From an optimization exercise on the open Yosys and OpenROAD flow, aimed at small area and a short achievable clock period; shortcuts taken in it are not production practice. In this exercise RTL edits were held to simulation tests only and were not proved equivalent to the original. Power is estimated from default activity; no workload was simulated.

## latency_scoreboard
module latency_scoreboard #(
   parameter int          HDR_WIDTH      = 24,
   parameter int          DATA_WIDTH     = 32,
   parameter int          NUM_SLOTS      = 8,
   parameter int          IN_DEPTH_LOG2  = 5,
   parameter int          IN_FULL_THRESH = 24,
   parameter int          Q_DEPTH_LOG2   = 3,
   parameter int          Q_FULL_THRESH  = 5,
   parameter logic [15:0] LFSR_SEED      = 16'hACE1
) (
   input  logic                           clk,
   input  logic                           rst,
   input  logic [HDR_WIDTH-1:0]           meta_i,
   input  logic [DATA_WIDTH-1:0]          data_i,
   input  logic                           write_en_i,
   output logic [HDR_WIDTH-1:0]           meta_o,
   output logic [DATA_WIDTH-1:0]          data_o,
   output logic [latsc_pkg::TID_WIDTH-1:0] tid_o,
   output logic                           valid_o,
  ...
Size: roughly 7,000 cells after synthesis, roughly 3,100 flip-flops, roughly 170 I/O pins.
clock: 50.0 ns
lec_check: 0
cap_margin: 20
core_margin: 2
core_utilization: 55
cts_cluster_diameter: 100
cts_cluster_size: 25
place_density: 0.7
slew_margin: 20
synth_hierarchical: 1
synth_minimum_keep_size: 0
standard.sh (not shown) runs the stock make flow with config.mk's settings and CLKGATE_MAP_FILE= SYNTH_SCRIPT=/design/flow/synth_recipe.tcl, a recipe that flattens the netlist after the stock synthesis.
==> flow/flow/run.sh <==
#!/bin/bash
# Layout flow: the standard ORFS flow (standard.sh, all stages from the
# standard synthesis to finish), with one change: the port buffers that
# buffer_ports inserts at placement are sky130_fd_sc_hd__buf_4 instead of the
# default cell, so the fixed I/O delays are not lengthened by slow buffers.
# ORFS writes each step's log under orfs/logs; make's own output goes to
# flow_make.log in the work folder.
set -euo pipefail
cd "$(dirname "$0")/.."
export BUFFER_PORTS_ARGS="-buffer_cell sky130_fd_sc_hd__buf_4"
bash standard.sh finish > flow_make.log 2>&1
Then changed:
--- a/flow/design.v
+++ b/flow/design.v
@@ -270,39 +270,35 @@
          pop_idx_q   <= rdy_idx;
          rr_q        <= rdy_idx;
       end else if (out_wr) begin
          pop_valid_q <= 1'b0;
       end
    end
    function automatic logic [5:0] inc_md(input logic [5:0] p);
       inc_md = (p == 6'(MD - 1)) ? 6'd0 : p + 6'd1;
    endfunction
-   logic [15:0] tid_nx;
-   logic [5:0]  wp_nx;
-   latsc_sel2 #(.W(16), .R(16'd0)) u_tid_nx (
-      .rst(rst), .s(wr_ok), .a1(tid_q + 16'd1), .a0(tid_q), .y(tid_nx));
-   latsc_sel2 #(.W(6), .R(6'd0)) u_wp_nx (
-      .rst(rst), .s(wr_ok), .a1(inc_md(wp_q)), .a0(wp_q), .y(wp_nx));
-   always_ff @(posedge clk) begin
-      tid_q <= tid_nx;
-      wp_q  <= wp_nx;
-   end
    always_ff @(posedge clk) begin
       if (rst) begin
+         tid_q       <= '0;
+         wp_q        <= '0;
          rp_q        <= '0;
          sp_q        <= '0;
          sp_tid_q    <= '0;
          fst_q       <= F_PASS;
          head_seen_q <= 1'b0;
          push_q      <= 1'b0;
          q_cnt_q     <= '0;
          q_valid_q   <= 1'b0;
       end else begin
+         if (wr_ok)
+            tid_q <= tid_q + 1'b1;
+         if (wr_ok)
+            wp_q <= inc_md(wp_q);
          if (in_pop)
             rp_q <= inc_md(rp_q);
          if (q_valid_q || fence_pop) begin
             sp_q     <= inc_md(sp_q);
             sp_tid_q <= sp_tid_q + 1'b1;
          end
          case (fst_q)
             F_PASS:  if (is_fence) fst_q <= F_WAIT;
             F_WAIT:  if (q_empty && !q_valid_q && used == '0 && o_empty) fst_q <= F_DONE;
After rerunning: Area after synthesis barely changes. Final cell count barely changes. Total power goes down by 0.34%. Sequential power hardly moves. Sequential cell count stays the same. Combinational power goes down by about 2%. Final area barely changes. Hold slack is about the same. Via count goes up by 0.60%. Core utilization goes up by 0.12 points. Fmax goes down by 0.39%. Setup slack degrades by 0.045 ns. Global-route usage goes up by 0.42 points.

--- another note on this design; it stands on its own ---

Design latency_scoreboard, start of the top module:
module latency_scoreboard #(
   parameter int          HDR_WIDTH      = 24,
   parameter int          DATA_WIDTH     = 32,
   parameter int          NUM_SLOTS      = 8,
   parameter int          IN_DEPTH_LOG2  = 5,
   parameter int          IN_FULL_THRESH = 24,
   parameter int          Q_DEPTH_LOG2   = 3,
   parameter int          Q_FULL_THRESH  = 5,
   parameter logic [15:0] LFSR_SEED      = 16'hACE1
) (
   input  logic                           clk,
   input  logic                           rst,
   input  logic [HDR_WIDTH-1:0]           meta_i,
   input  logic [DATA_WIDTH-1:0]          data_i,
   input  logic                           write_en_i,
   output logic [HDR_WIDTH-1:0]           meta_o,
   output logic [DATA_WIDTH-1:0]          data_o,
   output logic [latsc_pkg::TID_WIDTH-1:0] tid_o,
   output logic                           valid_o,
   input  logic                           read_en_i,
   output logic                           empty_o,
   output logic                           full_o,
   output logic                           overflow_o,
   output logic                           underflow_o,
   output logic [31:0]                    count_o
);
  ...
Size in the first run: ~3100 flip-flops, roughly 170 I/O pins, ~0.12 mm2 of cells after synthesis.
export LEC_CHECK = 0
export CAP_MARGIN = 20
export CORE_MARGIN = 2
export CORE_UTILIZATION = 62
export CTS_CLUSTER_DIAMETER = 100
export CTS_CLUSTER_SIZE = 25
export PLACE_DENSITY = 0.75
export SLEW_MARGIN = 20
export SYNTH_HIERARCHICAL = 1
export SYNTH_MINIMUM_KEEP_SIZE = 0
create_clock -name core_clock -period 50.0 [get_ports {clk}]
standard.sh (not shown) runs the stock make flow with config.mk's settings and CLKGATE_MAP_FILE= SYNTH_SCRIPT=/design/flow/synth_recipe.tcl, a recipe that flattens the netlist after the stock synthesis.
==> flow/flow/run.sh <==
#!/bin/bash
# Layout flow: the standard ORFS flow (standard.sh, from the standard
# synthesis to finish), with two changes:
#  - the port buffers that buffer_ports inserts at placement are
#    sky130_fd_sc_hd__buf_4 instead of the default cell, so the fixed I/O
#    delays are not lengthened by slow buffers;
#  - the timing repair after clock tree synthesis and after global routing
#    works with a setup margin, so that it also improves the I/O paths that
#    set the achieved period (the clock period itself is unchanged).
# ORFS writes each step's log under orfs/logs; make's own output goes to
# flow_make_*.log in the work folder.
set -euo pipefail
cd "$(dirname "$0")/.."
export BUFFER_PORTS_ARGS="-buffer_cell sky130_fd_sc_hd__buf_4"
bash standard.sh synth floorplan place > flow_make_1.log 2>&1
export SETUP_SLACK_MARGIN=38.7
bash standard.sh cts route finish > flow_make_2.log 2>&1
==> next run, changes <==
==> flow/flow/run.sh (replaced) <==
#!/bin/bash
# Layout flow: the standard ORFS flow (standard.sh, all stages from the
# standard synthesis to finish), with one change: the port buffers that
# buffer_ports inserts at placement are sky130_fd_sc_hd__buf_4 instead of the
# default cell, so the fixed I/O delays are not lengthened by slow buffers.
# ORFS writes each step's log under orfs/logs; make's own output goes to
# flow_make.log in the work folder.
set -euo pipefail
cd "$(dirname "$0")/.."
export BUFFER_PORTS_ARGS="-buffer_cell sky130_fd_sc_hd__buf_4"
bash standard.sh finish > flow_make.log 2>&1
Outcome: Maximum frequency fell by 1.4%. Global-route usage hardly moves. Final cell count hardly moves. Non-clock buffer count is unchanged. Critical path depth does not change. Utilization shrinks by 0.15 points. Worst setup slack is worse by 0.16 ns. Wire length stays flat. Final area stays flat.

-- separate check: timing with driven ports --
Ports are ideal in the flow. The routed layouts listed here were re-timed in OpenROAD. Step 1, drivers: a clkbuf_16 drives clk and a buf_2 each remaining input, both assumed. Step 2 also shifts input and output timing later by t, the mid clock arrival at the registers, as if the neighbouring blocks saw the same clock. Three values: no drivers, after step 1, after step 2; two values: the first two.
| run | t (ns) | setup slack, ns | hold slack, ns | worst register clock-pin slew, ns | worst data-port slew with drivers (ns) |
|---|---|---|---|---|---|
| the first run of note 1 | 0.938 | 38.577 / 38.473 / 38.231 | 0.469 / 0.469 / 0.469 | 0.11 / 0.11 | 0.20 |
| the second run of note 1 | 0.942 | 38.532 / 38.438 / 38.241 | 0.467 / 0.467 / 0.467 | 0.10 / 0.10 | 0.22 |
| the first run of note 2 | 0.933 | 38.608 / 38.518 / 38.079 | 0.465 / 0.465 / 0.465 | 0.11 / 0.11 | 0.23 |
| the second run of note 2 | 0.933 | 38.450 / 38.360 / 37.823 | 0.469 / 0.469 / 0.469 | 0.11 / 0.11 | 0.23 |
After both steps setup and hold are still met in every run listed. For the second run of note 2, which loses most, drivers alone change the setup slack by -0.090 ns; drivers and shift together by -0.627 ns.
